Background: an optimization exercise with open tools, aiming at small area. Do not read the settings as production practice.
Only simulation tests tie the RTL to the original design; equivalence was not proved.
The clock port is modelled as an ideal driver; clocking choices that lean on that would not hold on a real chip.
Power and IR drop assume default switching activity.

==> design.v <==
`timescale 1ns/1ns
module mac_stage1 (
  input  logic [35:0] kernel,
  input  logic [35:0] samples,
  output logic [12:0] part_n
);
  logic pp0_00;
  logic pp0_01;
  logic pp0_02;
  logic pp0_03;
  logic pp0_10;
  logic pp0_11;
  logic pp0_12;
  logic pp0_13;
  logic pp0_20;
  logic pp0_21;
  logic pp0_22;
  logic pp0_23;
  logic pp0_30;
  logic pp0_31;
  logic pp0_32;
  logic pp0_33;
  logic pp1_00;
  logic pp1_01;
  logic pp1_02;
  logic pp1_03;
  logic pp1_10;
  logic pp1_11;
  logic pp1_12;
  logic pp1_13;
  logic pp1_20;
  logic pp1_21;
  logic pp1_22;
  logic pp1_23;
  logic pp1_30;
  logic pp1_31;
  logic pp1_32;
  logic pp1_33;
  logic pp2_00;
  logic pp2_01;
  logic pp2_02;
  logic pp2_03;
  logic pp2_10;
  logic pp2_11;
  logic pp2_12;
  logic pp2_13;
  logic pp2_20;
  logic pp2_21;
  logic pp2_22;
  logic pp2_23;
  logic pp2_30;
  logic pp2_31;
  logic pp2_32;
  logic pp2_33;
  logic pp3_00;
  logic pp3_01;
  logic pp3_02;
  logic pp3_03;
  logic pp3_10;
  logic pp3_11;
  logic pp3_12;
  logic pp3_13;
  logic pp3_20;
  logic pp3_21;
  logic pp3_22;
  logic pp3_23;
  logic pp3_30;
  logic pp3_31;
  logic pp3_32;
  logic pp3_33;
  logic pp4_00;
  logic pp4_01;
  logic pp4_02;
  logic pp4_03;
  logic pp4_10;
  logic pp4_11;
  logic pp4_12;
  logic pp4_13;
  logic pp4_20;
  logic pp4_21;
  logic pp4_22;
  logic pp4_23;
  logic pp4_30;
  logic pp4_31;
  logic pp4_32;
  logic pp4_33;
  logic pp5_00;
  logic pp5_01;
  logic pp5_02;
  logic pp5_03;
  logic pp5_10;
  logic pp5_11;
  logic pp5_12;
  logic pp5_13;
  logic pp5_20;
  logic pp5_21;
  logic pp5_22;
  logic pp5_23;
  logic pp5_30;
  logic pp5_31;
  logic pp5_32;
  logic pp5_33;
  logic pp6_00;
  logic pp6_01;
  logic pp6_02;
  logic pp6_03;
  logic pp6_10;
  logic pp6_11;
  logic pp6_12;
  logic pp6_13;
  logic pp6_20;
  logic pp6_21;
  logic pp6_22;
  logic pp6_23;
  logic pp6_30;
  logic pp6_31;
  logic pp6_32;
  logic pp6_33;
  logic pp7_00;
  logic pp7_01;
  logic pp7_02;
  logic pp7_03;
  logic pp7_10;
  logic pp7_11;
  logic pp7_12;
  logic pp7_13;
  logic pp7_20;
  logic pp7_21;
  logic pp7_22;
  logic pp7_23;
  logic pp7_30;
  logic pp7_31;
  logic pp7_32;
  logic pp7_33;
  logic pp8_00;
  logic pp8_01;
  logic pp8_02;
  logic pp8_03;
  logic pp8_10;
  logic pp8_11;
  logic pp8_12;
  logic pp8_13;
  logic pp8_20;
  logic pp8_21;
  logic pp8_22;
  logic pp8_23;
  logic pp8_30;
  logic pp8_31;
  logic pp8_32;
  logic pp8_33;
  logic fs0;
  logic fc0;
  logic fs1;
  logic fc1;
  logic fs2;
  logic fc2;
  logic fs3;
  logic fc3;
  logic fs4;
  logic fc4;
  logic fs5;
  logic fc5;
  logic fs6;
  logic fc6;
  logic fs7;
  logic fc7;
  logic fs8;
  logic fc8;
  logic fs9;
  logic fc9;
  logic fs10;
  logic fc10;
  logic fs11;
  logic fc11;
  logic fs12;
  logic fc12;
  logic fs13;
  logic fc13;
  logic hs14;
  logic hc14;
  logic fs15;
  logic fc15;
  logic fs16;
  logic fc16;
  logic fs17;
  logic fc17;
  logic fs18;
  logic fc18;
  logic fs19;
  logic fc19;
  logic fs20;
  logic fc20;
  logic fs21;
  logic fc21;
  logic fs22;
  logic fc22;
  logic fs23;
  logic fc23;
  logic fs24;
  logic fc24;
  logic fs25;
  logic fc25;
  logic fs26;
  logic fc26;
  logic fs27;
  logic fc27;
  logic fs28;
  logic fc28;
  logic fs29;
  logic fc29;
  logic fs30;
  logic fc30;
  logic fs31;
  logic fc31;
  logic fs32;
  logic fc32;
  logic hs33;
  logic hc33;
  logic fs34;
  logic fc34;
  logic fs35;
  logic fc35;
  logic fs36;
  logic fc36;
  logic fs37;
  logic fc37;
  logic fs38;
  logic fc38;
  logic fs39;
  logic fc39;
  logic fs40;
  logic fc40;
  logic fs41;
  logic fc41;
  logic fs42;
  logic fc42;
  logic fs43;
  logic fc43;
  logic fs44;
  logic fc44;
  logic fs45;
  logic fc45;
  logic fs46;
  logic fc46;
  logic fs47;
  logic fc47;
  logic fs48;
  logic fc48;
  logic fs49;
  logic fc49;
  logic fs50;
  logic fc50;
  logic fs51;
  logic fc51;
  logic fs52;
  logic fc52;
  logic fs53;
  logic fc53;
  logic fs54;
  logic fc54;
  logic fs55;
  logic fc55;
  logic fs56;
  logic fc56;
  logic fs57;
  logic fc57;
  logic fs58;
  logic fc58;
  logic fs59;
  logic fc59;
  logic fs60;
  logic fc60;
  logic fs61;
  logic fc61;
  logic fs62;
  logic fc62;
  logic fs63;
  logic fc63;
  logic fs64;
  logic fc64;
  logic fs65;
  logic fc65;
  logic fs66;
  logic fc66;
  logic fs67;
  logic fc67;
  logic fs68;
  logic fc68;
  logic fs69;
  logic fc69;
  logic fs70;
  logic fc70;
  logic fs71;
  logic fc71;
  logic fs72;
  logic fc72;
  logic fs73;
  logic fc73;
  logic fs74;
  logic fc74;
  logic fs75;
  logic fc75;
  logic fs76;
  logic fc76;
  logic fs77;
  logic fc77;
  logic fs78;
  logic fc78;
  logic fs79;
  logic fc79;
  logic fs80;
  logic fc80;
  logic fs81;
  logic fc81;
  logic fs82;
  logic fc82;
  logic fs83;
  logic fc83;
  logic fs84;
  logic fc84;
  logic fs85;
  logic fc85;
  logic fs86;
  logic fc86;
  logic hs87;
  logic hc87;
  logic fs88;
  logic fc88;
  logic fs89;
  logic fc89;
  logic fs90;
  logic fc90;
  logic fs91;
  logic fc91;
  logic fs92;
  logic fc92;
  logic fs93;
  logic fc93;
  logic fs94;
  logic fc94;
  logic fs95;
  logic fc95;
  logic fs96;
  logic fc96;
  logic fs97;
  logic fc97;
  logic fs98;
  logic fc98;
  logic fs99;
  logic fc99;
  logic fs100;
  logic fc100;
  logic fs101;
  logic fc101;
  logic fs102;
  logic fc102;
  logic fs103;
  logic fc103;
  logic fs104;
  logic fc104;
  logic fs105;
  logic fc105;
  logic fs106;
  logic fc106;
  logic fs107;
  logic fc107;
  logic fs108;
  logic fc108;
  logic fs109;
  logic fc109;
  logic fs110;
  logic fc110;
  logic fs111;
  logic fc111;
  logic fs112;
  logic fc112;
  logic fs113;
  logic fc113;
  logic fs114;
  logic fc114;
  logic fs115;
  logic fc115;
  logic fs116;
  logic fc116;
  logic fs117;
  logic fc117;
  logic fs118;
  logic fc118;
  logic fs119;
  logic fc119;
  logic fs120;
  logic fc120;
  logic fs121;
  logic fc121;
  logic fs122;
  logic fc122;
  logic fs123;
  logic fc123;
  logic fs124;
  logic fc124;
  logic fs125;
  logic fc125;
  logic fs126;
  logic fc126;
  logic fs127;
  logic fc127;
  logic fs128;
  logic fc128;
  logic fs129;
  logic fc129;
  logic fs130;
  logic fc130;
  logic fs131;
  logic fc131;
  logic fs132;
  logic fc132;
  logic fs133;
  logic fc133;
  assign pp0_00 = ~(kernel[0] & samples[0]);
  assign pp0_01 = ~(kernel[0] & samples[1]);
  assign pp0_02 = ~(kernel[0] & samples[2]);
  assign pp0_03 = ~(kernel[0] & samples[3]);
  assign pp0_10 = ~(kernel[1] & samples[0]);
  assign pp0_11 = ~(kernel[1] & samples[1]);
  assign pp0_12 = ~(kernel[1] & samples[2]);
  assign pp0_13 = ~(kernel[1] & samples[3]);
  assign pp0_20 = ~(kernel[2] & samples[0]);
  assign pp0_21 = ~(kernel[2] & samples[1]);
  assign pp0_22 = ~(kernel[2] & samples[2]);
  assign pp0_23 = ~(kernel[2] & samples[3]);
  assign pp0_30 = ~(kernel[3] & samples[0]);
  assign pp0_31 = ~(kernel[3] & samples[1]);
  assign pp0_32 = ~(kernel[3] & samples[2]);
  assign pp0_33 = ~(kernel[3] & samples[3]);
  assign pp1_00 = ~(kernel[4] & samples[4]);
  assign pp1_01 = ~(kernel[4] & samples[5]);
  assign pp1_02 = ~(kernel[4] & samples[6]);
  assign pp1_03 = ~(kernel[4] & samples[7]);
  assign pp1_10 = ~(kernel[5] & samples[4]);
  assign pp1_11 = ~(kernel[5] & samples[5]);
  assign pp1_12 = ~(kernel[5] & samples[6]);
  assign pp1_13 = ~(kernel[5] & samples[7]);
  assign pp1_20 = ~(kernel[6] & samples[4]);
  assign pp1_21 = ~(kernel[6] & samples[5]);
  assign pp1_22 = ~(kernel[6] & samples[6]);
  assign pp1_23 = ~(kernel[6] & samples[7]);
  assign pp1_30 = ~(kernel[7] & samples[4]);
  assign pp1_31 = ~(kernel[7] & samples[5]);
  assign pp1_32 = ~(kernel[7] & samples[6]);
  assign pp1_33 = ~(kernel[7] & samples[7]);
  assign pp2_00 = ~(kernel[8] & samples[8]);
  assign pp2_01 = ~(kernel[8] & samples[9]);
  assign pp2_02 = ~(kernel[8] & samples[10]);
  assign pp2_03 = ~(kernel[8] & samples[11]);
  assign pp2_10 = ~(kernel[9] & samples[8]);
  assign pp2_11 = ~(kernel[9] & samples[9]);
  assign pp2_12 = ~(kernel[9] & samples[10]);
  assign pp2_13 = ~(kernel[9] & samples[11]);
  assign pp2_20 = ~(kernel[10] & samples[8]);
  assign pp2_21 = ~(kernel[10] & samples[9]);
  assign pp2_22 = ~(kernel[10] & samples[10]);
  assign pp2_23 = ~(kernel[10] & samples[11]);
  assign pp2_30 = ~(kernel[11] & samples[8]);
  assign pp2_31 = ~(kernel[11] & samples[9]);
  assign pp2_32 = ~(kernel[11] & samples[10]);
  assign pp2_33 = ~(kernel[11] & samples[11]);
  assign pp3_00 = ~(kernel[12] & samples[12]);
  assign pp3_01 = ~(kernel[12] & samples[13]);
  assign pp3_02 = ~(kernel[12] & samples[14]);
  assign pp3_03 = ~(kernel[12] & samples[15]);
  assign pp3_10 = ~(kernel[13] & samples[12]);
  assign pp3_11 = ~(kernel[13] & samples[13]);
  assign pp3_12 = ~(kernel[13] & samples[14]);
  assign pp3_13 = ~(kernel[13] & samples[15]);
  assign pp3_20 = ~(kernel[14] & samples[12]);
  assign pp3_21 = ~(kernel[14] & samples[13]);
  assign pp3_22 = ~(kernel[14] & samples[14]);
  assign pp3_23 = ~(kernel[14] & samples[15]);
  assign pp3_30 = ~(kernel[15] & samples[12]);
  assign pp3_31 = ~(kernel[15] & samples[13]);
  assign pp3_32 = ~(kernel[15] & samples[14]);
  assign pp3_33 = ~(kernel[15] & samples[15]);
  assign pp4_00 = ~(kernel[16] & samples[16]);
  assign pp4_01 = ~(kernel[16] & samples[17]);
  assign pp4_02 = ~(kernel[16] & samples[18]);
  assign pp4_03 = ~(kernel[16] & samples[19]);
  assign pp4_10 = ~(kernel[17] & samples[16]);
  assign pp4_11 = ~(kernel[17] & samples[17]);
  assign pp4_12 = ~(kernel[17] & samples[18]);
  assign pp4_13 = ~(kernel[17] & samples[19]);
  assign pp4_20 = ~(kernel[18] & samples[16]);
  assign pp4_21 = ~(kernel[18] & samples[17]);
  assign pp4_22 = ~(kernel[18] & samples[18]);
  assign pp4_23 = ~(kernel[18] & samples[19]);
  assign pp4_30 = ~(kernel[19] & samples[16]);
  assign pp4_31 = ~(kernel[19] & samples[17]);
  assign pp4_32 = ~(kernel[19] & samples[18]);
  assign pp4_33 = ~(kernel[19] & samples[19]);
  assign pp5_00 = ~(kernel[20] & samples[20]);
  assign pp5_01 = ~(kernel[20] & samples[21]);
  assign pp5_02 = ~(kernel[20] & samples[22]);
  assign pp5_03 = ~(kernel[20] & samples[23]);
  assign pp5_10 = ~(kernel[21] & samples[20]);
  assign pp5_11 = ~(kernel[21] & samples[21]);
  assign pp5_12 = ~(kernel[21] & samples[22]);
  assign pp5_13 = ~(kernel[21] & samples[23]);
  assign pp5_20 = ~(kernel[22] & samples[20]);
  assign pp5_21 = ~(kernel[22] & samples[21]);
  assign pp5_22 = ~(kernel[22] & samples[22]);
  assign pp5_23 = ~(kernel[22] & samples[23]);
  assign pp5_30 = ~(kernel[23] & samples[20]);
  assign pp5_31 = ~(kernel[23] & samples[21]);
  assign pp5_32 = ~(kernel[23] & samples[22]);
  assign pp5_33 = ~(kernel[23] & samples[23]);
  assign pp6_00 = ~(kernel[24] & samples[24]);
  assign pp6_01 = ~(kernel[24] & samples[25]);
  assign pp6_02 = ~(kernel[24] & samples[26]);
  assign pp6_03 = ~(kernel[24] & samples[27]);
  assign pp6_10 = ~(kernel[25] & samples[24]);
  assign pp6_11 = ~(kernel[25] & samples[25]);
  assign pp6_12 = ~(kernel[25] & samples[26]);
  assign pp6_13 = ~(kernel[25] & samples[27]);
  assign pp6_20 = ~(kernel[26] & samples[24]);
  assign pp6_21 = ~(kernel[26] & samples[25]);
  assign pp6_22 = ~(kernel[26] & samples[26]);
  assign pp6_23 = ~(kernel[26] & samples[27]);
  assign pp6_30 = ~(kernel[27] & samples[24]);
  assign pp6_31 = ~(kernel[27] & samples[25]);
  assign pp6_32 = ~(kernel[27] & samples[26]);
  assign pp6_33 = ~(kernel[27] & samples[27]);
  assign pp7_00 = ~(kernel[28] & samples[28]);
  assign pp7_01 = ~(kernel[28] & samples[29]);
  assign pp7_02 = ~(kernel[28] & samples[30]);
  assign pp7_03 = ~(kernel[28] & samples[31]);
  assign pp7_10 = ~(kernel[29] & samples[28]);
  assign pp7_11 = ~(kernel[29] & samples[29]);
  assign pp7_12 = ~(kernel[29] & samples[30]);
  assign pp7_13 = ~(kernel[29] & samples[31]);
  assign pp7_20 = ~(kernel[30] & samples[28]);
  assign pp7_21 = ~(kernel[30] & samples[29]);
  assign pp7_22 = ~(kernel[30] & samples[30]);
  assign pp7_23 = ~(kernel[30] & samples[31]);
  assign pp7_30 = ~(kernel[31] & samples[28]);
  assign pp7_31 = ~(kernel[31] & samples[29]);
  assign pp7_32 = ~(kernel[31] & samples[30]);
  assign pp7_33 = ~(kernel[31] & samples[31]);
  assign pp8_00 = ~(kernel[32] & samples[32]);
  assign pp8_01 = ~(kernel[32] & samples[33]);
  assign pp8_02 = ~(kernel[32] & samples[34]);
  assign pp8_03 = ~(kernel[32] & samples[35]);
  assign pp8_10 = ~(kernel[33] & samples[32]);
  assign pp8_11 = ~(kernel[33] & samples[33]);
  assign pp8_12 = ~(kernel[33] & samples[34]);
  assign pp8_13 = ~(kernel[33] & samples[35]);
  assign pp8_20 = ~(kernel[34] & samples[32]);
  assign pp8_21 = ~(kernel[34] & samples[33]);
  assign pp8_22 = ~(kernel[34] & samples[34]);
  assign pp8_23 = ~(kernel[34] & samples[35]);
  assign pp8_30 = ~(kernel[35] & samples[32]);
  assign pp8_31 = ~(kernel[35] & samples[33]);
  assign pp8_32 = ~(kernel[35] & samples[34]);
  assign pp8_33 = ~(kernel[35] & samples[35]);
  conv_fa u_fa0 (.a(pp0_00), .b(pp1_00), .c(pp2_00), .s(fs0), .co(fc0));
  conv_fa u_fa1 (.a(pp3_00), .b(pp4_00), .c(pp5_00), .s(fs1), .co(fc1));
  conv_fa u_fa2 (.a(pp6_00), .b(pp7_00), .c(pp8_00), .s(fs2), .co(fc2));
  conv_fa u_fa3 (.a(fs0), .b(fs1), .c(fs2), .s(fs3), .co(fc3));
  conv_fa u_fa4 (.a(pp0_01), .b(pp0_10), .c(pp1_01), .s(fs4), .co(fc4));
  conv_fa u_fa5 (.a(pp1_10), .b(pp2_01), .c(pp2_10), .s(fs5), .co(fc5));
  conv_fa u_fa6 (.a(pp3_01), .b(pp3_10), .c(pp4_01), .s(fs6), .co(fc6));
  conv_fa u_fa7 (.a(pp4_10), .b(pp5_01), .c(pp5_10), .s(fs7), .co(fc7));
  conv_fa u_fa8 (.a(pp6_01), .b(pp6_10), .c(pp7_01), .s(fs8), .co(fc8));
  conv_fa u_fa9 (.a(pp7_10), .b(pp8_01), .c(pp8_10), .s(fs9), .co(fc9));
  conv_fa u_fa10 (.a(fc0), .b(fc1), .c(fc2), .s(fs10), .co(fc10));
  conv_fa u_fa11 (.a(fs4), .b(fs5), .c(fs6), .s(fs11), .co(fc11));
  conv_fa u_fa12 (.a(fs7), .b(fs8), .c(fs9), .s(fs12), .co(fc12));
  conv_fa u_fa13 (.a(fc3), .b(fs10), .c(fs11), .s(fs13), .co(fc13));
  conv_hai u_ha14 (.a_n(fs12), .b_n(fs13), .s_n(hs14), .co_n(hc14));
  conv_fa u_fa15 (.a(pp0_02), .b(pp0_11), .c(pp0_20), .s(fs15), .co(fc15));
  conv_fa u_fa16 (.a(pp1_02), .b(pp1_11), .c(pp1_20), .s(fs16), .co(fc16));
  conv_fa u_fa17 (.a(pp2_02), .b(pp2_11), .c(pp2_20), .s(fs17), .co(fc17));
  conv_fa u_fa18 (.a(pp3_02), .b(pp3_11), .c(pp3_20), .s(fs18), .co(fc18));
  conv_fa u_fa19 (.a(pp4_02), .b(pp4_11), .c(pp4_20), .s(fs19), .co(fc19));
  conv_fa u_fa20 (.a(pp5_02), .b(pp5_11), .c(pp5_20), .s(fs20), .co(fc20));
  conv_fa u_fa21 (.a(pp6_02), .b(pp6_11), .c(pp6_20), .s(fs21), .co(fc21));
  conv_fa u_fa22 (.a(pp7_02), .b(pp7_11), .c(pp7_20), .s(fs22), .co(fc22));
  conv_fa u_fa23 (.a(pp8_02), .b(pp8_11), .c(pp8_20), .s(fs23), .co(fc23));
  conv_fa u_fa24 (.a(fc4), .b(fc5), .c(fc6), .s(fs24), .co(fc24));
  conv_fa u_fa25 (.a(fc7), .b(fc8), .c(fc9), .s(fs25), .co(fc25));
  conv_fa u_fa26 (.a(fs15), .b(fs16), .c(fs17), .s(fs26), .co(fc26));
  conv_fa u_fa27 (.a(fs18), .b(fs19), .c(fs20), .s(fs27), .co(fc27));
  conv_fa u_fa28 (.a(fs21), .b(fs22), .c(fs23), .s(fs28), .co(fc28));
  conv_fa u_fa29 (.a(fc10), .b(fc11), .c(fc12), .s(fs29), .co(fc29));
  conv_fa u_fa30 (.a(fs24), .b(fs25), .c(fs26), .s(fs30), .co(fc30));
  conv_fa u_fa31 (.a(fs27), .b(fs28), .c(fc13), .s(fs31), .co(fc31));
  conv_fa u_fa32 (.a(fs29), .b(fs30), .c(hc14), .s(fs32), .co(fc32));
  conv_hai u_ha33 (.a_n(fs31), .b_n(fs32), .s_n(hs33), .co_n(hc33));
  conv_fa u_fa34 (.a(pp0_03), .b(pp0_12), .c(pp0_21), .s(fs34), .co(fc34));
  conv_fa u_fa35 (.a(pp0_30), .b(pp1_03), .c(pp1_12), .s(fs35), .co(fc35));
  conv_fa u_fa36 (.a(pp1_21), .b(pp1_30), .c(pp2_03), .s(fs36), .co(fc36));
  conv_fa u_fa37 (.a(pp2_12), .b(pp2_21), .c(pp2_30), .s(fs37), .co(fc37));
  conv_fa u_fa38 (.a(pp3_03), .b(pp3_12), .c(pp3_21), .s(fs38), .co(fc38));
  conv_fa u_fa39 (.a(pp3_30), .b(pp4_03), .c(pp4_12), .s(fs39), .co(fc39));
  conv_fa u_fa40 (.a(pp4_21), .b(pp4_30), .c(pp5_03), .s(fs40), .co(fc40));
  conv_fa u_fa41 (.a(pp5_12), .b(pp5_21), .c(pp5_30), .s(fs41), .co(fc41));
  conv_fa u_fa42 (.a(pp6_03), .b(pp6_12), .c(pp6_21), .s(fs42), .co(fc42));
  conv_fa u_fa43 (.a(pp6_30), .b(pp7_03), .c(pp7_12), .s(fs43), .co(fc43));
  conv_fa u_fa44 (.a(pp7_21), .b(pp7_30), .c(pp8_03), .s(fs44), .co(fc44));
  conv_fa u_fa45 (.a(pp8_12), .b(pp8_21), .c(pp8_30), .s(fs45), .co(fc45));
  conv_fa u_fa46 (.a(fc15), .b(fc16), .c(fc17), .s(fs46), .co(fc46));
  conv_fa u_fa47 (.a(fc18), .b(fc19), .c(fc20), .s(fs47), .co(fc47));
  conv_fa u_fa48 (.a(fc21), .b(fc22), .c(fc23), .s(fs48), .co(fc48));
  conv_fa u_fa49 (.a(fs34), .b(fs35), .c(fs36), .s(fs49), .co(fc49));
  conv_fa u_fa50 (.a(fs37), .b(fs38), .c(fs39), .s(fs50), .co(fc50));
  conv_fa u_fa51 (.a(fs40), .b(fs41), .c(fs42), .s(fs51), .co(fc51));
  conv_fa u_fa52 (.a(fs43), .b(fs44), .c(fs45), .s(fs52), .co(fc52));
  conv_fa u_fa53 (.a(fc24), .b(fc25), .c(fc26), .s(fs53), .co(fc53));
  conv_fa u_fa54 (.a(fc27), .b(fc28), .c(fs46), .s(fs54), .co(fc54));
  conv_fa u_fa55 (.a(fs47), .b(fs48), .c(fs49), .s(fs55), .co(fc55));
  conv_fa u_fa56 (.a(fs50), .b(fs51), .c(fs52), .s(fs56), .co(fc56));
  conv_fa u_fa57 (.a(fc29), .b(fc30), .c(fs53), .s(fs57), .co(fc57));
  conv_fa u_fa58 (.a(fs54), .b(fs55), .c(fs56), .s(fs58), .co(fc58));
  conv_fa u_fa59 (.a(fc31), .b(fs57), .c(fs58), .s(fs59), .co(fc59));
  conv_fa u_fa60 (.a(fc32), .b(fs59), .c(hc33), .s(fs60), .co(fc60));
  conv_fa u_fa61 (.a(pp0_13), .b(pp0_22), .c(pp0_31), .s(fs61), .co(fc61));
  conv_fa u_fa62 (.a(pp1_13), .b(pp1_22), .c(pp1_31), .s(fs62), .co(fc62));
  conv_fa u_fa63 (.a(pp2_13), .b(pp2_22), .c(pp2_31), .s(fs63), .co(fc63));
  conv_fa u_fa64 (.a(pp3_13), .b(pp3_22), .c(pp3_31), .s(fs64), .co(fc64));
  conv_fa u_fa65 (.a(pp4_13), .b(pp4_22), .c(pp4_31), .s(fs65), .co(fc65));
  conv_fa u_fa66 (.a(pp5_13), .b(pp5_22), .c(pp5_31), .s(fs66), .co(fc66));
  conv_fa u_fa67 (.a(pp6_13), .b(pp6_22), .c(pp6_31), .s(fs67), .co(fc67));
  conv_fa u_fa68 (.a(pp7_13), .b(pp7_22), .c(pp7_31), .s(fs68), .co(fc68));
  conv_fa u_fa69 (.a(pp8_13), .b(pp8_22), .c(pp8_31), .s(fs69), .co(fc69));
  conv_fa u_fa70 (.a(fc34), .b(fc35), .c(fc36), .s(fs70), .co(fc70));
  conv_fa u_fa71 (.a(fc37), .b(fc38), .c(fc39), .s(fs71), .co(fc71));
  conv_fa u_fa72 (.a(fc40), .b(fc41), .c(fc42), .s(fs72), .co(fc72));
  conv_fa u_fa73 (.a(fc43), .b(fc44), .c(fc45), .s(fs73), .co(fc73));
  conv_fa u_fa74 (.a(fs61), .b(fs62), .c(fs63), .s(fs74), .co(fc74));
  conv_fa u_fa75 (.a(fs64), .b(fs65), .c(fs66), .s(fs75), .co(fc75));
  conv_fa u_fa76 (.a(fs67), .b(fs68), .c(fs69), .s(fs76), .co(fc76));
  conv_fa u_fa77 (.a(fc46), .b(fc47), .c(fc48), .s(fs77), .co(fc77));
  conv_fa u_fa78 (.a(fc49), .b(fc50), .c(fc51), .s(fs78), .co(fc78));
  conv_fa u_fa79 (.a(fc52), .b(fs70), .c(fs71), .s(fs79), .co(fc79));
  conv_fa u_fa80 (.a(fs72), .b(fs73), .c(fs74), .s(fs80), .co(fc80));
  conv_fa u_fa81 (.a(fs75), .b(fs76), .c(fc53), .s(fs81), .co(fc81));
  conv_fa u_fa82 (.a(fc54), .b(fs77), .c(fc55), .s(fs82), .co(fc82));
  conv_fa u_fa83 (.a(fc56), .b(fs78), .c(fs79), .s(fs83), .co(fc83));
  conv_fa u_fa84 (.a(fs80), .b(fc57), .c(fs81), .s(fs84), .co(fc84));
  conv_fa u_fa85 (.a(fc58), .b(fs82), .c(fs83), .s(fs85), .co(fc85));
  conv_fa u_fa86 (.a(fs84), .b(fc59), .c(fs85), .s(fs86), .co(fc86));
  conv_hai u_ha87 (.a_n(fc60), .b_n(fs86), .s_n(hs87), .co_n(hc87));
  conv_fa u_fa88 (.a(pp0_23), .b(pp0_32), .c(pp1_23), .s(fs88), .co(fc88));
  conv_fa u_fa89 (.a(pp1_32), .b(pp2_23), .c(pp2_32), .s(fs89), .co(fc89));
  conv_fa u_fa90 (.a(pp3_23), .b(pp3_32), .c(pp4_23), .s(fs90), .co(fc90));
  conv_fa u_fa91 (.a(pp4_32), .b(pp5_23), .c(pp5_32), .s(fs91), .co(fc91));
  conv_fa u_fa92 (.a(pp6_23), .b(pp6_32), .c(pp7_23), .s(fs92), .co(fc92));
  conv_fa u_fa93 (.a(pp7_32), .b(pp8_23), .c(pp8_32), .s(fs93), .co(fc93));
  conv_fa u_fa94 (.a(fc61), .b(fc62), .c(fc63), .s(fs94), .co(fc94));
  conv_fa u_fa95 (.a(fc64), .b(fc65), .c(fc66), .s(fs95), .co(fc95));
  conv_fa u_fa96 (.a(fc67), .b(fc68), .c(fc69), .s(fs96), .co(fc96));
  conv_fa u_fa97 (.a(fs88), .b(fs89), .c(fs90), .s(fs97), .co(fc97));
  conv_fa u_fa98 (.a(fs91), .b(fs92), .c(fs93), .s(fs98), .co(fc98));
  conv_fa u_fa99 (.a(fc70), .b(fc71), .c(fc72), .s(fs99), .co(fc99));
  conv_fa u_fa100 (.a(fc73), .b(fc74), .c(fc75), .s(fs100), .co(fc100));
  conv_fa u_fa101 (.a(fc76), .b(fs94), .c(fs95), .s(fs101), .co(fc101));
  conv_fa u_fa102 (.a(fs96), .b(fs97), .c(fs98), .s(fs102), .co(fc102));
  conv_fa u_fa103 (.a(fc77), .b(fc78), .c(fc79), .s(fs103), .co(fc103));
  conv_fa u_fa104 (.a(fs99), .b(fc80), .c(fs100), .s(fs104), .co(fc104));
  conv_fa u_fa105 (.a(fs101), .b(fs102), .c(fc81), .s(fs105), .co(fc105));
  conv_fa u_fa106 (.a(fc82), .b(fc83), .c(fs103), .s(fs106), .co(fc106));
  conv_fa u_fa107 (.a(fs104), .b(fc84), .c(fs105), .s(fs107), .co(fc107));
  conv_fa u_fa108 (.a(fc85), .b(fs106), .c(fs107), .s(fs108), .co(fc108));
  conv_fa u_fa109 (.a(fc86), .b(hc87), .c(fs108), .s(fs109), .co(fc109));
  conv_fa u_fa110 (.a(pp0_33), .b(pp1_33), .c(pp2_33), .s(fs110), .co(fc110));
  conv_fa u_fa111 (.a(pp3_33), .b(pp4_33), .c(pp5_33), .s(fs111), .co(fc111));
  conv_fa u_fa112 (.a(pp6_33), .b(pp7_33), .c(pp8_33), .s(fs112), .co(fc112));
  conv_fa u_fa113 (.a(fc88), .b(fc89), .c(fc90), .s(fs113), .co(fc113));
  conv_fa u_fa114 (.a(fc91), .b(fc92), .c(fc93), .s(fs114), .co(fc114));
  conv_fa u_fa115 (.a(fs110), .b(fs111), .c(fs112), .s(fs115), .co(fc115));
  conv_fa u_fa116 (.a(fc94), .b(fc95), .c(fc96), .s(fs116), .co(fc116));
  conv_fa u_fa117 (.a(fc97), .b(fc98), .c(fs113), .s(fs117), .co(fc117));
  conv_fa u_fa118 (.a(fs114), .b(fs115), .c(fc99), .s(fs118), .co(fc118));
  conv_fa u_fa119 (.a(fc100), .b(fc101), .c(fs116), .s(fs119), .co(fc119));
  conv_fa u_fa120 (.a(fc102), .b(fs117), .c(fc103), .s(fs120), .co(fc120));
  conv_fa u_fa121 (.a(fs118), .b(fc104), .c(fs119), .s(fs121), .co(fc121));
  conv_fa u_fa122 (.a(fc105), .b(fc106), .c(fs120), .s(fs122), .co(fc122));
  conv_fa u_fa123 (.a(fs121), .b(fc107), .c(fs122), .s(fs123), .co(fc123));
  conv_fa u_fa124 (.a(fc108), .b(fs123), .c(fc109), .s(fs124), .co(fc124));
  conv_fa u_fa125 (.a(fc110), .b(fc111), .c(fc112), .s(fs125), .co(fc125));
  conv_fa u_fa126 (.a(fc113), .b(fc114), .c(fc115), .s(fs126), .co(fc126));
  conv_fa u_fa127 (.a(fs125), .b(fc116), .c(fc117), .s(fs127), .co(fc127));
  conv_fa u_fa128 (.a(fs126), .b(fc118), .c(fc119), .s(fs128), .co(fc128));
  conv_fa u_fa129 (.a(fs127), .b(fc120), .c(fc121), .s(fs129), .co(fc129));
  conv_fa u_fa130 (.a(fs128), .b(fc122), .c(fs129), .s(fs130), .co(fc130));
  conv_fa u_fa131 (.a(fc123), .b(fs130), .c(fc124), .s(fs131), .co(fc131));
  conv_fa u_fa132 (.a(fc125), .b(fc126), .c(fc127), .s(fs132), .co(fc132));
  conv_fa u_fa133 (.a(fc128), .b(fs132), .c(fc129), .s(fs133), .co(fc133));
  assign part_n = {fc133, fc132, fc131, fs133, fc130, fs131, fs124, fs109, hs87, fs60, hs33, hs14, fs3};
endmodule
module mac_stage2 (
  input  logic [12:0] part_n,
  output logic [10:0] sum_n
);
  logic fs134;
  logic fc134;
  logic fs135;
  logic fc135;
  conv_fa u_fa134 (.a(part_n[10]), .b(part_n[8]), .c(part_n[9]), .s(fs134), .co(fc134));
  conv_fa u_fa135 (.a(part_n[11]), .b(part_n[12]), .c(fc134), .s(fs135), .co(fc135));
  assign sum_n = {fc135, fs135, fs134, part_n[7], part_n[6], part_n[5], part_n[4], part_n[3], part_n[2], part_n[1], part_n[0]};
endmodule
module conv_fa (
  input  logic a,
  input  logic b,
  input  logic c,
  output logic s,
  output logic co
);
  assign s = a ^ b ^ c;
  assign co = (a & b) | (a & c) | (b & c);
endmodule
module conv_hai (
  input  logic a_n,
  input  logic b_n,
  output logic s_n,
  output logic co_n
);
  assign s_n = ~(a_n ^ b_n);
  assign co_n = a_n | b_n;
endmodule
`timescale 1ns/1ns
module fifo_read_bit (
  input  logic [15:0] d,
  input  logic [15:0] s,
  output logic        y
);
  assign y = |(d & s);
endmodule
`timescale 1ns/1ns
module ahb_convolver (
  input  logic       tb_clk,
  input  logic       reset,
  input  logic       hsel,
  input  logic [4-1:0]  haddr,
  input  logic [1:0] htrans,
  input  logic       hwrite,
  input  logic [16-1:0]  hwdata,
  output logic [16-1:0]  hrdata,
  output logic       hresp
);
  logic        accept;
  logic        addr_error;
  logic        pop;
  logic [11:0] read_mux;
  logic [11:0] rdata_q;
  logic [2:0]  wr_sel;
  logic [35:0] coeff_stage;
  logic [11:0] sample_stage;
  logic        load_coeff;
  logic        load_sample;
  logic        busy;
  logic        empty;
  logic        overflow;
  logic [10:0] rd_data;
  assign accept = hsel && htrans[1];
  always_comb begin
    case (haddr)
      4'd0, 4'd2: addr_error = hwrite;
      4'd4, 4'd6, 4'd8, 4'd10, 4'd12: addr_error = 1'b0;
      default: addr_error = 1'b1;
    endcase
  end
  assign pop = accept && !hwrite && (haddr == 4'd2);
  always_comb begin
    case (haddr[3:1])
      3'd0: read_mux = {9'd0, overflow, !empty, busy};
      3'd1: read_mux = {1'b0, rd_data};
      3'd2: read_mux = sample_stage;
      3'd3: read_mux = coeff_stage[11:0];
      3'd4: read_mux = coeff_stage[23:12];
      3'd5: read_mux = coeff_stage[35:24];
      default: read_mux = '0;
    endcase
  end
  always_ff @(posedge tb_clk) begin
    if (reset) begin
      hresp <= 1'b0;
      rdata_q <= '0;
      wr_sel <= '0;
    end else begin
      hresp <= accept && addr_error;
      rdata_q <= (accept && !hwrite && !addr_error) ? read_mux : '0;
      wr_sel <= (accept && hwrite && !addr_error) ? haddr[3:1] : 3'd0;
    end
  end
  assign hrdata = {4'd0, rdata_q};
  logic [11:0] stage_data;
  assign stage_data = hwdata[11:0] & {12{!reset}};
  always_ff @(posedge tb_clk) begin
    if (reset || wr_sel == 3'd2) sample_stage <= stage_data;
    if (reset || wr_sel == 3'd3) coeff_stage[11:0] <= stage_data;
    if (reset || wr_sel == 3'd4) coeff_stage[23:12] <= stage_data;
    if (reset || wr_sel == 3'd5) coeff_stage[35:24] <= stage_data;
  end
  always_ff @(posedge tb_clk) begin
    if (reset) begin
      load_coeff <= 1'b0;
      load_sample <= 1'b0;
    end else begin
      load_coeff <= (wr_sel == 3'd6) && hwdata[0];
      load_sample <= (wr_sel == 3'd6) && hwdata[1] && !hwdata[0];
    end
  end
  logic [35:0] kernel;
  logic        kernel_clear;
  logic [23:0] window;
  logic [1:0]  fill_q;
  always_ff @(posedge tb_clk) begin
    if (reset) begin
      kernel_clear <= 1'b1;
    end else if (load_coeff) begin
      kernel_clear <= 1'b0;
    end
  end
  always_ff @(posedge tb_clk) begin
    if (load_coeff) kernel <= coeff_stage;
  end
  always_ff @(posedge tb_clk) begin
    if (load_sample) window <= {sample_stage, window[23:12]};
  end
  logic [12:0] part_n;
  logic [12:0] part_q;
  logic [10:0] sum_n;
  logic [10:0] res_q;
  logic [2:0]  vld_q;
  logic        push;
  mac_stage1 i_mac_stage1 (
    .kernel  (kernel),
    .samples ({sample_stage, window}),
    .part_n  (part_n)
  );
  mac_stage2 i_mac_stage2 (
    .part_n  (part_q),
    .sum_n   (sum_n)
  );
  always_ff @(posedge tb_clk) begin
    part_q <= part_n;
    res_q <= ~sum_n & {11{!kernel_clear}};
  end
  always_ff @(posedge tb_clk) begin
    if (reset) begin
      fill_q <= '0;
      vld_q <= '0;
    end else begin
      if (load_sample && !fill_q[1]) fill_q <= fill_q + 2'd1;
      vld_q <= {vld_q[1:0], load_sample && fill_q[1]};
    end
  end
  assign push = vld_q[2];
  assign busy = (|vld_q) || load_coeff || load_sample;
  logic [15:0][10:0] mem;
  logic [4:0]  wr_ptr;
  logic [4:0]  rd_ptr;
  logic [4:0]  wr_ptr_d;
  logic        do_pop;
  logic        fits;
  logic        fits_q;
  assign empty = (wr_ptr == rd_ptr);
  assign do_pop = pop && !empty;
  assign wr_ptr_d = wr_ptr + 5'(fits_q);
  assign fits = !((wr_ptr_d == {~rd_ptr[4], rd_ptr[3:0]}) && !do_pop);
  always_ff @(posedge tb_clk) begin
    for (int i = 0; i < 16; i++) begin
      if (vld_q[1] && fits && wr_ptr_d[3:0] == 4'(i)) mem[i] <= res_q;
    end
  end
  always_ff @(posedge tb_clk) begin
    if (reset) begin
      wr_ptr <= '0;
      rd_ptr <= '0;
      fits_q <= 1'b0;
      overflow <= 1'b0;
    end else begin
      wr_ptr <= wr_ptr_d;
      if (do_pop) rd_ptr <= rd_ptr + 5'd1;
      fits_q <= vld_q[1] && fits;
      if (push && !fits_q) overflow <= 1'b1;
    end
  end
  logic [15:0] head_sel;
  logic [10:0][15:0] mem_bits;
  always_comb begin
    for (int i = 0; i < 16; i++) head_sel[i] = (rd_ptr[3:0] == 4'(i)) && !empty;
    for (int b = 0; b < 11; b++) begin
      for (int i = 0; i < 16; i++) mem_bits[b][i] = mem[i][b];
    end
  end
  for (genvar b = 0; b < 11; b++) begin : g_head
    fifo_read_bit u_bit (
      .d (mem_bits[b]),
      .s (head_sel),
      .y (rd_data[b])
    );
  end
endmodule
==> flow/run.sh <==
#!/bin/bash
set -euo pipefail
export BUFFER_PORTS_ARGS="-buffer_cell sky130_fd_sc_hd__buf_1"
export CTS_ARGS='-sink_clustering_enable -repair_clock_nets -dont_use_dummy_load -buf_list {sky130_fd_sc_hd__clkbuf_2 sky130_fd_sc_hd__clkbuf_4} -sink_clustering_size 8 -sink_clustering_max_diameter 50'
export RECOVER_POWER=100
export POST_CTS_TCL="$(pwd)/flow/post_cts.tcl"
export POST_GLOBAL_ROUTE_TCL="$(pwd)/flow/post_grt.tcl"
bash standard.sh > standard.log 2>&1
==> flow/post_cts.tcl <==
# Runs at the end of ORFS's CTS step (POST_CTS_TCL), before global routing.
# Synthesis maps for speed and leaves cells stronger than the design needs;
# this swaps every logic cell of drive strength 2 or more for its drive-1
# version (same function), then lets the resizer fix max slew, capacitance
# and setup again, and legalizes. Flip-flops, the clock tree and the port
# buffers are left alone.
set db [ord::get_db]
set block [ord::get_db_block]
set swapped 0
foreach inst [$block getInsts] {
  set iname [$inst getName]
  if { [string match "clkbuf_*" $iname] || [string match "clkload*" $iname]
       || [string match "input*" $iname] || [string match "output*" $iname] } {
    continue
  }
  set mname [[$inst getMaster] getName]
  if { ![regexp {^(sky130_fd_sc_hd__[a-z0-9]+)_([0-9]+)$} $mname -> base drive] } {
    continue
  }
  if { $drive < 2 || [regexp {df|dl|tap|fill|decap|conb|clk} $base] } {
    continue
  }
  set small "${base}_1"
  if { [$db findMaster $small] == "NULL" } {
    continue
  }
  replace_cell $iname $small
  incr swapped
}
puts "Downsized $swapped cells to drive strength 1"

log_cmd estimate_parasitics -placement
repair_design_helper
repair_timing_helper -setup
log_cmd detailed_placement
check_placement -verbose
==> flow/post_grt.tcl <==
# Runs at the end of ORFS's global route step (POST_GLOBAL_ROUTE_TCL), after
# power recovery has downsized cells off the critical paths. Downsizing does
# not look at max slew or capacitance, so repair those again, legalize, and
# rewrite the route guides for the nets that changed.
log_cmd global_route -start_incremental
repair_design_helper
log_cmd detailed_placement
log_cmd global_route -end_incremental
log_cmd estimate_parasitics -global_routing
write_guides $::env(RESULTS_DIR)/route.guide
==> standard.sh <==
#!/bin/bash
# synth_recipe.tcl (not shown) runs the flow's synth.tcl, then flattens the netlist and writes it again
# the make line also repeats each setting of config.mk as NAME=value (left out here)
make -C /OpenROAD-flow-scripts/flow DESIGN_CONFIG=/design/flow/config.mk WORK_HOME=/design/flow/orfs CLKGATE_MAP_FILE= SYNTH_SCRIPT=/design/flow/synth_recipe.tcl "${@:-finish}"
==> config.mk <==
export PLATFORM = sky130hd
export DESIGN_NAME = ahb_convolver
export DESIGN_NICKNAME = ahb_convolver
export VERILOG_FILES = /design/flow/design.v
export SDC_FILE = /design/flow/constraint.sdc
export NUM_CORES = 4
export LEC_CHECK = 0
export CAP_MARGIN = 20
export CORE_MARGIN = 2
export CORE_UTILIZATION = 65
export SLEW_MARGIN = 20
export SYNTH_HIERARCHICAL = 1
==> constraint.sdc <==
create_clock -name core_clock -period 6.0 [get_ports {tb_clk}]
set_input_delay 1.2000 -clock core_clock [delete_from_list [all_inputs] [get_ports {tb_clk}]]
set_output_delay 1.2000 -clock core_clock [all_outputs]
set_load 0.01 [all_outputs]
==> results.toml, run 1 <==
[outcome]
status = "timing/DRC/antenna clean"

[logic_synthesis]
synth_top_family_by_area = "adder cells"
synthDistinctLibCells = 56
synth_compound_area_share_pct = 8.87
synth-async-reset-ratio_pct = 0
ys_seq_area_share_pct = 60.9
synthMuxAreaShare_pct = 1.14
ys_warn_count = 7
synthAdderAreaFrac_pct = 17.4
synth_edf_count = 284
avgSynthCellArea_um2 = 15.5
synth-seq-cells = 344
synthCells = 1029
ys.flop_type = "edfxtp_1"
synth_xor_area_share_pct = 0.877
synth-simple-area-share_pct = 8.34
synthesis.area_mm2 = 0.0160

[timing]
worst_pin_slew_ps = 928
clock.fmax_mhz = 188
setup_viol = 0
hold_viol = 0
slew_headroom_pct = 38.1
layout_setup_ws_ps = 668
worst_clock_skew_ps = 114
slew_viol_final = 0
finalCritPeriodShare_pct = 88.9
fin_tns_setup_ps = 0
hold_slack_ps = 302
period_needed_ps = 5330

[critical_path]
start_kind = "flip-flop"
worst-r2r-cell-count = 11
worst_ep_arrival_time_ps = 5840
r2r_slack_ps = 670
crit_required_ps = 6510
crit_type = "reg -> reg"
end_kind = "flip-flop"
critPathMaxFanout = 6

[clock_tree]
cts.sinks = 344
clkTransAtPathRegs_ps = 90
clk_latency_ps = 730
tritoncts = "yes"

[cells_and_area]
drive_above_1_share_pct = 5.34
final_nets = 1275
utilization_pct = 67.8
final_common_cell = "edfxtp_1"
layout-area-overhead-vs-synth_pct = 2.89
postLayoutCellArea_mm2 = 0.0164
final_cell_mix = "284 x edfxtp_1, 157 x nand2_1, 133 x fa_1"

[floorplanning]
die_w_um = 161
die_area_mm2 = 0.0259
io_pins = 43
start_util_pct = 65.9
coreArea_mm2 = 0.0242
rows = 57
die_h_um = 161

[grt]
globalRouteOverflowTotal = 0
grt_max_degree = 39
grt_pass1_vias = 9025
antenna_found_initial = 1
grtUsageTotal_pct = 29.5
grt_pass1_wl_mm = 54.8

[detailed_routing]
wirelength_mm = 36.5
post_drt_wl_per_cell_um = 25.5
ant_nets = 0
remaining_drc_errors = 0
vias = 8741
first_iter_violations = 692
drt-vias-per-instance = 6.11
drt-pass1-iter-count = 5

[place]
pre_cts_ws_ps = 672
io_buffers = 33
hpwl_mm = 26.6
place_area_mm2 = 0.0165
gp_congestion = 0.927

[hold_path]
min_path_cells = 1
min_path_type = "reg -> reg"

[run]
maxCapViolCount = 0

[power_and_ir_drop]
max-vdd-ir-drop_mv = 0.216
powerDensity_mw_per_mm2 = 250
leakage_nw = 5.33
power breakdown:
group	internal [W]	switching (W)	total, W	leakage, nW
logic	0.000153	0.000192	0.000345	1.96
clock network	0.000388	0.000715	0.00110	0.235
registers	0.00262	0.0000425	0.00267	3.14
total	0.00316	0.000950	0.00411	5.33
registers in the layout, indices dropped and copies added, names as in the netlist:
signal        count
res_q            11
rdata_q          12
wr_ptr            5
load_sample       1
rd_ptr            5
mem             176
vld_q             3
sample_stage     12
wr_sel            3
overflow          1
load_coeff        1
fill_q            2
coeff_stage      36
hresp             1
kernel_clear      1
kernel           36
part_q           13
window           24
fits_q            1
through the flow:
step	total power, W	instances
2_1_floorplan	0.00311	1032
3_3_place_gp	0.00306	1374
3_5_place_dp	0.00307	1375
6_report	0.00411	1430
cells in the mapped netlist, types with 7 or more instances:
library cell,number,area share (%)
nor3_1,23,0.72
ha_1,9,0.70
nand3_1,7,0.22
fa_1,133,17
buf_4,28,1.3
a221oi_2,44,4.1
a22o_1,44,2.4
xnor2_1,9,0.49
clkbuf_1,8,0.19
edfxtp_1,284,53
inv_1,25,0.59
a22oi_1,9,0.42
nand4_1,12,0.47
xor2_1,7,0.38
dfxtp_1,60,7.5
nor2_1,56,1.3
a21oi_1,18,0.56
mux2i_1,16,1.0
nor2b_1,20,0.78
nand2_1,157,3.7
modules after synthesis, one instance, submodules excluded:
module         flops+latches  cell area (µm²)  times used  cells inside
conv_hai                   0             27.5           3             5
fifo_read_bit              0              101          11             9
mac_stage1                 0              638           1           157
ahb_convolver            344            11400           1           614
mac_stage2                 0             82.6           1            11
conv_fa                    0             20.0         133             1
cell type report:
cell class                      count  area (µm²)
Antenna cell                        1        2.50
Clock buffer                       51         383
Fill cell                        1804        7800
Inverter                           25        93.8
Multi-Input combinational cell    617        5550
Sequential cell                   344        9730
Tap cell                          324         405
Timing Repair Buffer               68         278
layer usage:
metal  GRT usage, %  up-vias  part of all wire [%]
met5              0        -                     0
li1               -     3888                     -
met2           49.6      311                    51
met1           37.8     4454                    38
met4           13.8        0                   4.9
met3           5.48       88                   6.2
critical path: stages, from the launching register on:
cell and delay, ps:
edfxtp_1 510, nand2_1 160, fa_1 460, fa_1 540, fa_1 440, fa_1 450, fa_1 430, fa_1 540
fa_1 430, fa_1 400, fa_1 390, fa_1 440
path summary, 6_finish.rpt:
path | endpoint | from
worst min-delay path | res_q[0]$_DFF_P_ | part_q[0]$_DFF_P_
worst min register to register | res_q[0]$_DFF_P_ | part_q[0]$_DFF_P_
worst max register to register | part_q[7]$_DFF_P_ | sample_stage[1]$_DFFE_PP_
worst max-delay path | part_q[7]$_DFF_P_ | sample_stage[1]$_DFFE_PP_
cells by family (layout without fill, tap and decap cells):
| logic type | Yosys count | after routing |
|---|---|---|
| AO/OA/AOI/OAI | 142 | 142 |
| XOR/XNOR | 16 | 16 |
| adder cells (fa/ha/maj) | 142 | 142 |
| buffers and inverters | 71 | 144 |
| flip-flops | 344 | 344 |
| multiplexers | 18 | 18 |
| other | 1 | 5 |
| AND/OR/NAND/NOR | 295 | 295 |
==> inputs of run 2 (changes only) <==
--- a/design.v
+++ b/design.v
@@ -1,3 +1,25 @@
 `timescale 1ns/1ns
+module read_bit4 (
+  input  logic [3:0] d,
+  input  logic [3:0] s,
+  output logic       y
+);
+  assign y = |(d & s);
+endmodule
+module read_bit5 (
+  input  logic [4:0] d,
+  input  logic [4:0] s,
+  output logic       y
+);
+  assign y = |(d & s);
+endmodule
+module read_bit6 (
+  input  logic [5:0] d,
+  input  logic [5:0] s,
+  output logic       y
+);
+  assign y = |(d & s);
+endmodule
+`timescale 1ns/1ns
 module mac_stage1 (
   input  logic [35:0] kernel,
@@ -751,5 +773,4 @@
   logic        addr_error;
   logic        pop;
-  logic [11:0] read_mux;
   logic [11:0] rdata_q;
   logic [2:0]  wr_sel;
@@ -771,26 +792,46 @@
   end
   assign pop = accept && !hwrite && (haddr == 4'd2);
+  logic [5:0] rd_src;
+  logic [11:0] read_d;
   always_comb begin
-    case (haddr[3:1])
-      3'd0: read_mux = {9'd0, overflow, !empty, busy};
-      3'd1: read_mux = {1'b0, rd_data};
-      3'd2: read_mux = sample_stage;
-      3'd3: read_mux = coeff_stage[11:0];
-      3'd4: read_mux = coeff_stage[23:12];
-      3'd5: read_mux = coeff_stage[35:24];
-      default: read_mux = '0;
-    endcase
+    for (int i = 0; i < 6; i++) begin
+      rd_src[i] = !reset && accept && !hwrite && !addr_error && (haddr[3:1] == 3'(i));
+    end
+  end
+  for (genvar b = 0; b < 12; b++) begin : g_read
+    if (b < 3) begin : g6
+      logic [2:0] status;
+      assign status = {overflow, !empty, busy};
+      read_bit6 u_bit (
+        .d ({coeff_stage[24+b], coeff_stage[12+b], coeff_stage[b], sample_stage[b], rd_data[b], status[b]}),
+        .s (rd_src),
+        .y (read_d[b])
+      );
+    end else if (b < 11) begin : g5
+      read_bit5 u_bit (
+        .d ({coeff_stage[24+b], coeff_stage[12+b], coeff_stage[b], sample_stage[b], rd_data[b]}),
+        .s (rd_src[5:1]),
+        .y (read_d[b])
+      );
+    end else begin : g4
+      read_bit4 u_bit (
+        .d ({coeff_stage[24+b], coeff_stage[12+b], coeff_stage[b], sample_stage[b]}),
+        .s (rd_src[5:2]),
+        .y (read_d[b])
+      );
+    end
   end
   always_ff @(posedge tb_clk) begin
     if (reset) begin
       hresp <= 1'b0;
-      rdata_q <= '0;
       wr_sel <= '0;
     end else begin
       hresp <= accept && addr_error;
-      rdata_q <= (accept && !hwrite && !addr_error) ? read_mux : '0;
       wr_sel <= (accept && hwrite && !addr_error) ? haddr[3:1] : 3'd0;
     end
   end
+  always_ff @(posedge tb_clk) begin
+    rdata_q <= read_d;
+  end
   assign hrdata = {4'd0, rdata_q};
   logic [11:0] stage_data;
==> flow/run.sh (replaced) <==
#!/bin/bash
set -euo pipefail
export BUFFER_PORTS_ARGS="-buffer_cell sky130_fd_sc_hd__buf_1"
export CTS_ARGS="-sink_clustering_enable -repair_clock_nets -dont_use_dummy_load -buf_list sky130_fd_sc_hd__clkbuf_4 -sink_clustering_size 10 -sink_clustering_max_diameter 60"
export RECOVER_POWER=100
export POST_CTS_TCL="$(pwd)/flow/post_cts.tcl"
export POST_GLOBAL_ROUTE_TCL="$(pwd)/flow/post_grt.tcl"
bash standard.sh > standard.log 2>&1
==> run 2 against run 1 <==
Clock power fell by 9%. First-iteration DRC count increased by 17%. Highest routed layer unchanged. Wire length fell by 1.6%. Critical endpoint unchanged. Critical path type unchanged. Global-route usage about the same. Critical path depth is 2 higher. Synthesized area decreased by 1.4%. Maximum frequency shrank 1.6%. Core utilization up 0.78 points. Sequential share of layout area up 0.91 points. Flip-flop and latch count did not move.
==> results.toml, run 2 <==
[outcome]
status = "timing/DRC/antenna clean"

[cells_and_area]
final_common_cell = "edfxtp_1"
largest_reg_flops = 176
top_register = "mem"
final_cell_mix = "284 x edfxtp_1, 166 x nand2_1, 133 x fa_1"
drive_above_1_share_pct = 5.23
final_cells = 1372
layout-area-overhead-vs-synth_pct = 2.79
largestRegisters = "mem: 176 flops, coeff_stage: 36 flops, kernel: 36 flops"
fillers = 1694
final_nets = 1222

[hold_path]
min_path_type = "reg -> reg"
whs_endpoint = "res_q[7]$_DFF_P_"
min-delay-start = "part_q[7]$_DFF_P_"
min_path_cells = 1

[logic_synthesis]
avgSynthCellArea_um2 = 16.0
synthCells = 984
synth_most_common_cell = "edfxtp_1"
ys.flop_type = "edfxtp_1"
ys_warn_count = 7
netlist.area_leader.share_pct = 54.1
yosys-top-cells-area = "edfxtp_1 54%, fa_1 17%, dfxtp_1 7.6%"
synthesis.area_mm2 = 0.0158
synthDistinctLibCells = 45
synth-async-reset-ratio_pct = 0
synth_edf_count = 284
synthTopCellsByCount = "284 x edfxtp_1, 166 x nand2_1, 133 x fa_1"
synth_top_cell_by_area = "edfxtp_1"
synth-seq-cells = 344
ys_seq_area_share_pct = 61.7

[timing]
worst_pin_slew_ps = 1000
clock.fmax_mhz = 184
slew_viol_final = 0
period_needed_ps = 5420
layout_setup_ws_ps = 580
setup_viol = 0
hold_viol = 0
finalCritPeriodShare_pct = 90.3
worst_clock_skew_ps = 124
hold_slack_ps = 271
slew_headroom_pct = 32.7
fin_tns_setup_ps = 0

[grt]
globalRouteOverflowTotal = 0
grt_pass1_vias = 9021
grt_max_degree = 37
grt_pass1_wl_mm = 55.2
antenna_found_initial = 2
grtUsageTotal_pct = 29.5

[floorplanning]
die_w_um = 160
start_util_pct = 66.7
die_h_um = 160
die_area_mm2 = 0.0255
io_pins = 43
rows = 56
coreArea_mm2 = 0.0236

[critical_path]
slowest_delay_ps = 590
cpMaxStageDelayCell = "fa_1"
worst_ep_arrival_time_ps = 5860
worst-r2r-cell-count = 13
end_kind = "flip-flop"
critPathMaxFanout = 6
crit_required_ps = 6440
path_delay_family = "adder cells"
r2r_slack_ps = 580
rr_startpoint = "sample_stage[0]$_DFFE_PP_"
cp.buffers_inverters = 2
start_kind = "flip-flop"
r2r_end = "part_q[7]$_DFF_P_"
critPathMostFrequentCell = "fa_1"
critical_path.cell_chain = "nand2_1 -> fa_1 -> fa_1 -> fa_1 -> fa_1 -> fa_1 -> fa_1 -> inv_1 -> ha_1 -> inv_1 -> fa_1 -> fa_1 -> fa_1"
crit_type = "reg -> reg"

[detailed_routing]
post_drt_wl_per_cell_um = 26.2
wirelength_mm = 35.9
vias = 8602
first_iter_violations = 811
drt-vias-per-instance = 6.27
drt-pass1-iter-count = 7
ant_nets = 0
remaining_drc_errors = 0

[power_and_ir_drop]
finalPower_w = 0.00400
p_int_w = 0.00309
leakage_nw = 5.22
power_frac_comb_pct = 8.5
swShare_pct = 22.7
clkPwrFrac_pct = 25.0
max-vdd-ir-drop_mv = 0.181
powerDensity_mw_per_mm2 = 247
switching_power_w = 0.000907
p_seq_share_pct = 66.4

[clock_tree]
clk_latency_ps = 690
cts.sinks = 344
clkTransAtPathRegs_ps = 110
tritoncts = "yes"

[run]
maxCapViolCount = 0

[place]
place_inst = 1320
io_buffers = 33
pre_cts_ws_ps = 649
hpwl_mm = 27.0
gp_congestion = 0.951
run 2: cell count changes after synthesis, sizes merged, moves of 8 or more:
cell	previous run	this run
mux2i	16	1
nand2	157	166
a22oi	9	19
nor3	23	11
nor4	3	16
a21oi	19	4
a222oi	0	8
nor2	56	37
run 2: logic make-up (layout without fill, tap and decap cells):
group,Yosys count,in the layout,synth area share (%)
buffers and inverters,60,125,2.23
flip-flops,344,344,61.7
AND/OR/NAND/NOR,289,289,8.39
XOR/XNOR,19,19,1.18
multiplexers,2,2,0.135
AO/OA/AOI/OAI,127,127,8.69
other,1,5,0.0238
adder cells (fa/ha/maj),142,142,17.6
run 2: Yosys stat by module, one instance, submodules excluded:
module	area, µm²	times used
ahb_convolver	10900	1
mac_stage1	638	1
fifo_read_bit	101	11
mac_stage2	82.6	1
conv_hai	27.5	3
read_bit6	27.5	3
read_bit5	21.3	8
conv_fa	20.0	133
read_bit4	18.8	1
run 2: worst max path at each step:
stage                     cells after the start  slack, ps                      start                 to
after floorplan                              12        950        kernel[1]$_DFFE_PP_  part_q[7]$_DFF_P_
after global placement                       13        700  sample_stage[0]$_DFFE_PP_  part_q[7]$_DFF_P_
after detailed placement                     13        650  sample_stage[0]$_DFFE_PP_  part_q[7]$_DFF_P_
final                                        13        580  sample_stage[0]$_DFFE_PP_  part_q[7]$_DFF_P_
run 2: metal layers:
metal  GRT usage [%]  routed length [µm]  vias up
met5               0                   0        -
met4            11.4                1530        0
met3            4.23                2270       82
met2            51.5               18700      343
met1            38.0               13400     4425
li1                -                   -     3752
run 2: final cells by class:
type                    count  area (µm²)  area share (%)
repair buffers             64         304            1.88
diodes                      1        2.50          0.0155
flip-flops and latches    344        9730            60.1
well taps                 319         399            2.46
inverters                  20        75.1           0.464
clock buffers              41         308            1.90
multi-input cells         583        5380            33.2
run 2: power by group through the flow:
| stage | clock network [W] | logic [W] | registers, W |
|---|---|---|---|
| global placement | 0 | 0.000338 | 0.00271 |
| finish | 0.00100 | 0.000342 | 0.00265 |
| detailed placement | 0 | 0.000331 | 0.00271 |
| floorplan | 0 | 0.000397 | 0.00270 |
run 2: through the flow:
step                      instance area [µm²]  utilization (%)
after global placement                  16300             69.0
after detailed placement                16300             69.1
after floorplan                         15800                -
final                                   16200             68.6

[separate check: timing with driven ports]
In the flow no input, the clock included, has a driving cell. The finished layouts below were timed again as built, in two steps. Step 1: set_driving_cell puts a clkbuf_16 on tb_clk and a buf_2 on each other input, an assumption about the parent block. Step 2, shift: input delay + t, output delay - t, t = (earliest + latest rising clock arrival at the registers) / 2. This alone moves slack from input paths to output paths. Slacks: ideal ports / drivers / drivers and shift; pairs: ideal ports / drivers.
run	t (ns)	slack for setup (ns)	worst setup path after step 2	slew at the worst register clock pin (ns)	cell pins on the clock port's net
run 1	0.718	0.668 / 0.668 / 0.668	register to register	0.10 / 0.10	1
run 2	0.674	0.580 / 0.580 / 0.580	register to register	0.11 / 0.11	1
After both steps every run listed still meets setup and hold.
